This is an optimization exercise on Yosys and OpenROAD, whose aim is small area, not a production implementation.
At most, simulation tests tie the RTL to the original design; equivalence was not proved.
Power is estimated from default activity; no workload was simulated.

==> run H <==
==> flow/design.v <==
package wb_regfile_pkg;
    localparam int unsigned DATA_W   = 32;
    localparam int unsigned ADDR_W   = 5;
    localparam int unsigned CNT_W    = 32;
    localparam int unsigned NUM_REGS = 2 ** ADDR_W;
    typedef logic [ADDR_W-1:0] reg_idx_t;
    typedef logic [DATA_W-1:0] word_t;
    typedef logic [CNT_W-1:0]  cnt_t;
    localparam reg_idx_t REG_ZERO = ADDR_W'(0);
endpackage
module wb_regfile_regfile_2r1w
(
    input  logic     clk,
    input  logic     rst,
    input  logic     we,
    input  wb_regfile_pkg::reg_idx_t waddr,
    input  wb_regfile_pkg::word_t    wdata,
    input  wb_regfile_pkg::reg_idx_t raddr1,
    input  wb_regfile_pkg::reg_idx_t raddr2,
    output wb_regfile_pkg::word_t    rdata1,
    output wb_regfile_pkg::word_t    rdata2
);
    wb_regfile_pkg::word_t regs [wb_regfile_pkg::NUM_REGS];
    always_ff @(posedge clk) begin
        if (rst) begin
            for (int unsigned i = 0; i < wb_regfile_pkg::NUM_REGS; i++) begin
                regs[i] <= '0;
            end
        end else if (we && (waddr != wb_regfile_pkg::REG_ZERO)) begin
            regs[waddr] <= wdata;
        end
    end
    assign rdata1 = (raddr1 == wb_regfile_pkg::REG_ZERO) ? '0 : regs[raddr1];
    assign rdata2 = (raddr2 == wb_regfile_pkg::REG_ZERO) ? '0 : regs[raddr2];
endmodule
module wb_regfile
(
    input  logic         clk,
    input  logic         rst,
    input  logic         wbWriteBack,
    input  logic         wbMemRead,
    input  wb_regfile_pkg::reg_idx_t     wbDestReg,
    input  wb_regfile_pkg::word_t        wbALURes,
    input  wb_regfile_pkg::word_t        wbMemData,
    input  wb_regfile_pkg::reg_idx_t     readReg1,
    input  wb_regfile_pkg::reg_idx_t     readReg2,
    output wb_regfile_pkg::word_t        readData1,
    output wb_regfile_pkg::word_t        readData2,
    output logic         fwdValid,
    output wb_regfile_pkg::reg_idx_t     fwdReg,
    output wb_regfile_pkg::word_t        fwdData,
    output wb_regfile_pkg::cnt_t         retiredCount
);
    wb_regfile_pkg::word_t result;
    logic  we;
    wb_regfile_pkg::word_t rf_data1;
    wb_regfile_pkg::word_t rf_data2;
    wb_regfile_pkg::cnt_t  count_q;
    always_comb begin
        result = wbMemRead ? wbMemData : wbALURes;
        we     = wbWriteBack && (wbDestReg != wb_regfile_pkg::REG_ZERO);
    end
    wb_regfile_regfile_2r1w u_rf (
        .clk    (clk),
        .rst    (rst),
        .we     (we),
        .waddr  (wbDestReg),
        .wdata  (result),
        .raddr1 (readReg1),
        .raddr2 (readReg2),
        .rdata1 (rf_data1),
        .rdata2 (rf_data2)
    );
    always_comb begin
        readData1 = rf_data1;
        readData2 = rf_data2;
        if (readReg1 == wb_regfile_pkg::REG_ZERO) begin
            readData1 = '0;
        end else if (we && (readReg1 == wbDestReg)) begin
            readData1 = result;
        end
        if (readReg2 == wb_regfile_pkg::REG_ZERO) begin
            readData2 = '0;
        end else if (we && (readReg2 == wbDestReg)) begin
            readData2 = result;
        end
    end
    always_ff @(posedge clk) begin
        if (rst) begin
            count_q <= '0;
        end else if (we) begin
            count_q <= count_q + wb_regfile_pkg::CNT_W'(1);
        end
    end
    assign fwdValid     = we;
    assign fwdReg       = wbDestReg;
    assign fwdData      = result;
    assign retiredCount = count_q;
endmodule
==> flow/run.sh <==
#!/bin/bash
# synth_recipe.tcl (not shown) runs the flow's synth.tcl, then flattens the netlist and writes it again
# the make line also repeats each setting of config.mk as NAME=value (left out here)
make -C /OpenROAD-flow-scripts/flow DESIGN_CONFIG=/design/flow/config.mk WORK_HOME=/design/flow/orfs CLKGATE_MAP_FILE= SYNTH_SCRIPT=/design/flow/synth_recipe.tcl finish
==> flow/config.mk <==
export PLATFORM = sky130hd
export DESIGN_NAME = wb_regfile
export DESIGN_NICKNAME = wb_regfile
export VERILOG_FILES = /design/flow/design.v
export SDC_FILE = /design/flow/constraint.sdc
export NUM_CORES = 4
export LEC_CHECK = 0
export CAP_MARGIN = 20
export CORE_MARGIN = 2
export CORE_UTILIZATION = 40
export SETUP_SLACK_MARGIN = 0.2
export SLEW_MARGIN = 20
==> flow/constraint.sdc <==
create_clock -name core_clock -period 6.5 [get_ports {clk}]
set_input_delay 1.3000 -clock core_clock [delete_from_list [all_inputs] [get_ports {clk}]]
set_output_delay 1.3000 -clock core_clock [all_outputs]
set_load 0.01 [all_outputs]
==> inputs of run B, as changes to run H <==
==> flow/design.v, changed modules only <==
module wb_regfile_rdsel
(
    input  logic [wb_regfile_pkg::NUM_REGS-1:0] sel,
    input  logic [wb_regfile_pkg::NUM_REGS-1:0][wb_regfile_pkg::DATA_W-1:0] d,
    output wb_regfile_pkg::word_t               q
);
    always_comb begin
        q = '0;
        for (int unsigned i = 0; i < wb_regfile_pkg::NUM_REGS; i++) begin
            q = q | ({wb_regfile_pkg::DATA_W{sel[i]}} & d[i]);
        end
    end
endmodule
module wb_regfile_regfile_2r1w
(
    input  logic     clk,
    input  logic     rst,
    input  logic     we,
    input  wb_regfile_pkg::reg_idx_t waddr,
    input  wb_regfile_pkg::word_t    wdata,
    input  wb_regfile_pkg::reg_idx_t raddr1,
    input  wb_regfile_pkg::reg_idx_t raddr2,
    output wb_regfile_pkg::word_t    rdata1,
    output wb_regfile_pkg::word_t    rdata2
);
    localparam int unsigned N = wb_regfile_pkg::NUM_REGS;
    wb_regfile_pkg::word_t regs [1:N-1];
    logic [N-1:0][wb_regfile_pkg::DATA_W-1:0] d;
    wb_regfile_pkg::word_t wd;
    logic [N-1:0] sel1, sel2;
    logic byp1, byp2;
    assign wd = rst ? '0 : wdata;
    assign byp1 = we && (raddr1 == waddr);
    assign byp2 = we && (raddr2 == waddr);
    assign sel1[0] = byp1;
    assign sel2[0] = byp2;
    assign d[0] = wdata;
    for (genvar i = 1; i < N; i++) begin : g_reg
        assign sel1[i] = !byp1 && (raddr1 == wb_regfile_pkg::reg_idx_t'(i));
        assign sel2[i] = !byp2 && (raddr2 == wb_regfile_pkg::reg_idx_t'(i));
        assign d[i] = regs[i];
        always_ff @(posedge clk) begin
            if (rst || (we && (waddr == wb_regfile_pkg::reg_idx_t'(i)))) begin
                regs[i] <= wd;
            end
        end
    end
    wb_regfile_rdsel u_rd1 (.sel(sel1), .d(d), .q(rdata1));
    wb_regfile_rdsel u_rd2 (.sel(sel2), .d(d), .q(rdata2));
endmodule
module wb_regfile
(
    input  logic         clk,
    input  logic         rst,
    input  logic         wbWriteBack,
    input  logic         wbMemRead,
    input  wb_regfile_pkg::reg_idx_t     wbDestReg,
    input  wb_regfile_pkg::word_t        wbALURes,
    input  wb_regfile_pkg::word_t        wbMemData,
    input  wb_regfile_pkg::reg_idx_t     readReg1,
    input  wb_regfile_pkg::reg_idx_t     readReg2,
    output wb_regfile_pkg::word_t        readData1,
    output wb_regfile_pkg::word_t        readData2,
    output logic         fwdValid,
    output wb_regfile_pkg::reg_idx_t     fwdReg,
    output wb_regfile_pkg::word_t        fwdData,
    output wb_regfile_pkg::cnt_t         retiredCount
);
    wb_regfile_pkg::word_t result;
    logic  we;
    wb_regfile_pkg::cnt_t  count_q;
    always_comb begin
        result = wbMemRead ? wbMemData : wbALURes;
        we     = wbWriteBack && (wbDestReg != wb_regfile_pkg::REG_ZERO);
    end
    wb_regfile_regfile_2r1w u_rf (
        .clk    (clk),
        .rst    (rst),
        .we     (we),
        .waddr  (wbDestReg),
        .wdata  (result),
        .raddr1 (readReg1),
        .raddr2 (readReg2),
        .rdata1 (readData1),
        .rdata2 (readData2)
    );
    always_ff @(posedge clk) begin
        if (rst) begin
            count_q <= '0;
        end else begin
            count_q <= count_q + wb_regfile_pkg::CNT_W'(we);
        end
    end
    assign fwdValid     = we;
    assign fwdReg       = wbDestReg;
    assign fwdData      = result;
    assign retiredCount = count_q;
endmodule
SYNTH_HIERARCHICAL = 1   (was not set)
==> comparison table <==
Outcome: run B complete, no violations; run H complete, no violations
Share of cell area taken by multi-input logic gates: run B 24.3%; run H 34.8%
Most frequently used cell type in the post-synthesis netlist: run B a22oi_1; run H nor2_1
Number of violations reported at the end of detailed-routing iteration 0: run B 5978; run H 6136
Syn Area/Cell: run B 14.6 um2; run H 13.8 um2
Clk pwr: run B 6.11 mW; run H 6.31 mW
Post-route clock skew: run B 0.00977 ns; run H 0.0145 ns
Post-route fraction of the period consumed by the critical path: run B 96.5%; run H 95.0%
Share of final-layout standard cells stronger than drive strength 1: run B 18.7%; run H 23.9%
Sequential cell count: run B 1024; run H 1056
Horizontal die dimension: run B 336 um; run H 374 um
Critical Path Sink: run B readData2[19]; run H readData2[20]
Latest clock arrival within the worst-skew pair: run B 0.70 ns; run H 0.73 ns
Largest voltage drop on the vdd net: run B 225 uV; run H 221 uV
No functional check of the RTL was part of run B.

========
==> inputs of build 34 <==
wb_regfile, a different RTL version from the one above (not shown whole).
export LEC_CHECK = 0
export CAP_MARGIN = 20
export CORE_MARGIN = 2
export CORE_UTILIZATION = 45
export PLACE_DENSITY = 0.7
export SETUP_SLACK_MARGIN = 0.1
export SLEW_MARGIN = 20
export SYNTH_HIERARCHICAL = 1
create_clock -name core_clock -period 6.5 [get_ports {clk}]
standard.sh (not shown) runs the stock make flow with config.mk's settings and CLKGATE_MAP_FILE= SYNTH_SCRIPT=/design/flow/synth_recipe.tcl, a recipe that flattens the netlist after the stock synthesis.
==> flow/flow/run.sh <==
#!/bin/bash
# Own layout flow: the standard flow (standard.sh, with its standard synthesis), with
# - plain buf_1 cells as the port buffers (repair still resizes them where needed),
set -euo pipefail
cd "$(dirname "$0")/.."
CTS="-sink_clustering_enable -repair_clock_nets -buf_list sky130_fd_sc_hd__clkbuf_4"
CTS="$CTS -sink_clustering_size 8 -sink_clustering_max_diameter 50 -dont_use_dummy_load"
bash standard.sh \
    "BUFFER_PORTS_ARGS=-buffer_cell sky130_fd_sc_hd__buf_1" \
    "CTS_ARGS=$CTS" \
    finish > flow_make.log 2>&1
==> build 65: changes against build 34 <==
--- a/flow/flow/run.sh
+++ b/flow/flow/run.sh
@@ -3,2 +3,5 @@
 # - plain buf_1 cells as the port buffers (repair still resizes them where needed),
+# - a clock tree of clkbuf_4 cells over small clusters of flip-flops, without dummy loads,
+# - power recovery (downsizing of gates off the critical paths) after global routing.
+# Each make step's full tool output is in orfs/logs/; make's own output goes to flow_make.log.
 set -euo pipefail
@@ -10,2 +13,3 @@
     "CTS_ARGS=$CTS" \
+    RECOVER_POWER=100 \
     finish > flow_make.log 2>&1
--- a/flow/config.mk
+++ b/flow/config.mk
@@ -10,3 +10,2 @@
 export CORE_UTILIZATION = 45
-export PLACE_DENSITY = 0.7
 export SETUP_SLACK_MARGIN = 0.1
==> reports/qor.csv <==
metric,value,unit
check.faults,"max-capacitance violations, max-slew violations",
max_cap_viol_count,31,
drt_iter0_drc,10300,
globalRouteMet1Util,0.511,
switchingPower,4.41,mW
critical_path_arrival,5080,ps
finalSetupTns,0,ps
drv_slew,993,
clockPowerShare,0.243,
worstMarginPinSlew,2190,ps
clk_latency,1140,ps
outcome,finished with violations,
That was build 65.
==> reports/qor.csv <==
metric,value,unit
clk_latency,1050,ps
finalSetupTns,-71.2,ps
outcome,finished with violations,
worst_slack,-43.7,ps
check.faults,negative setup slack,
critical_path_arrival,5240,ps
switchingPower,4.35,mW
drv_slew,0,
finalSetupViolCount,2,
worstMarginPinSlew,1310,ps
globalRouteMet1Util,0.490,
clockPowerShare,0.240,
That was build 34.

static timing again, ports no longer ideal:
No port has a modelled driver above. Below, the same layouts with a new extraction and two added sets of constraints. Step 1: set_driving_cell puts a clkbuf_16 on clk and a buf_2 on each other input, an assumption about the parent block. Step 2 times the ports against the registers' clock, not the clock port: input delays grow and output delays shrink by t, the midpoint of the rising clock arrivals with the driver on. a / b / c = ideal ports / drivers / drivers and shift; a / b = the first two.
run	t, ns	setup WS [ns]	worst setup path at the end
run H	0.808	0.326 / 0.276 / 0.276	input to output
run B	0.766	0.227 / 0.169 / 0.169	input to output
build 34	1.102	-0.044 / -0.071 / -0.071	input to output
build 65	1.149	0.117 / 0.002 / 0.002	input to output
For build 65, which loses most, drivers alone change the setup slack by -0.115 ns; drivers and shift together by -0.115 ns.
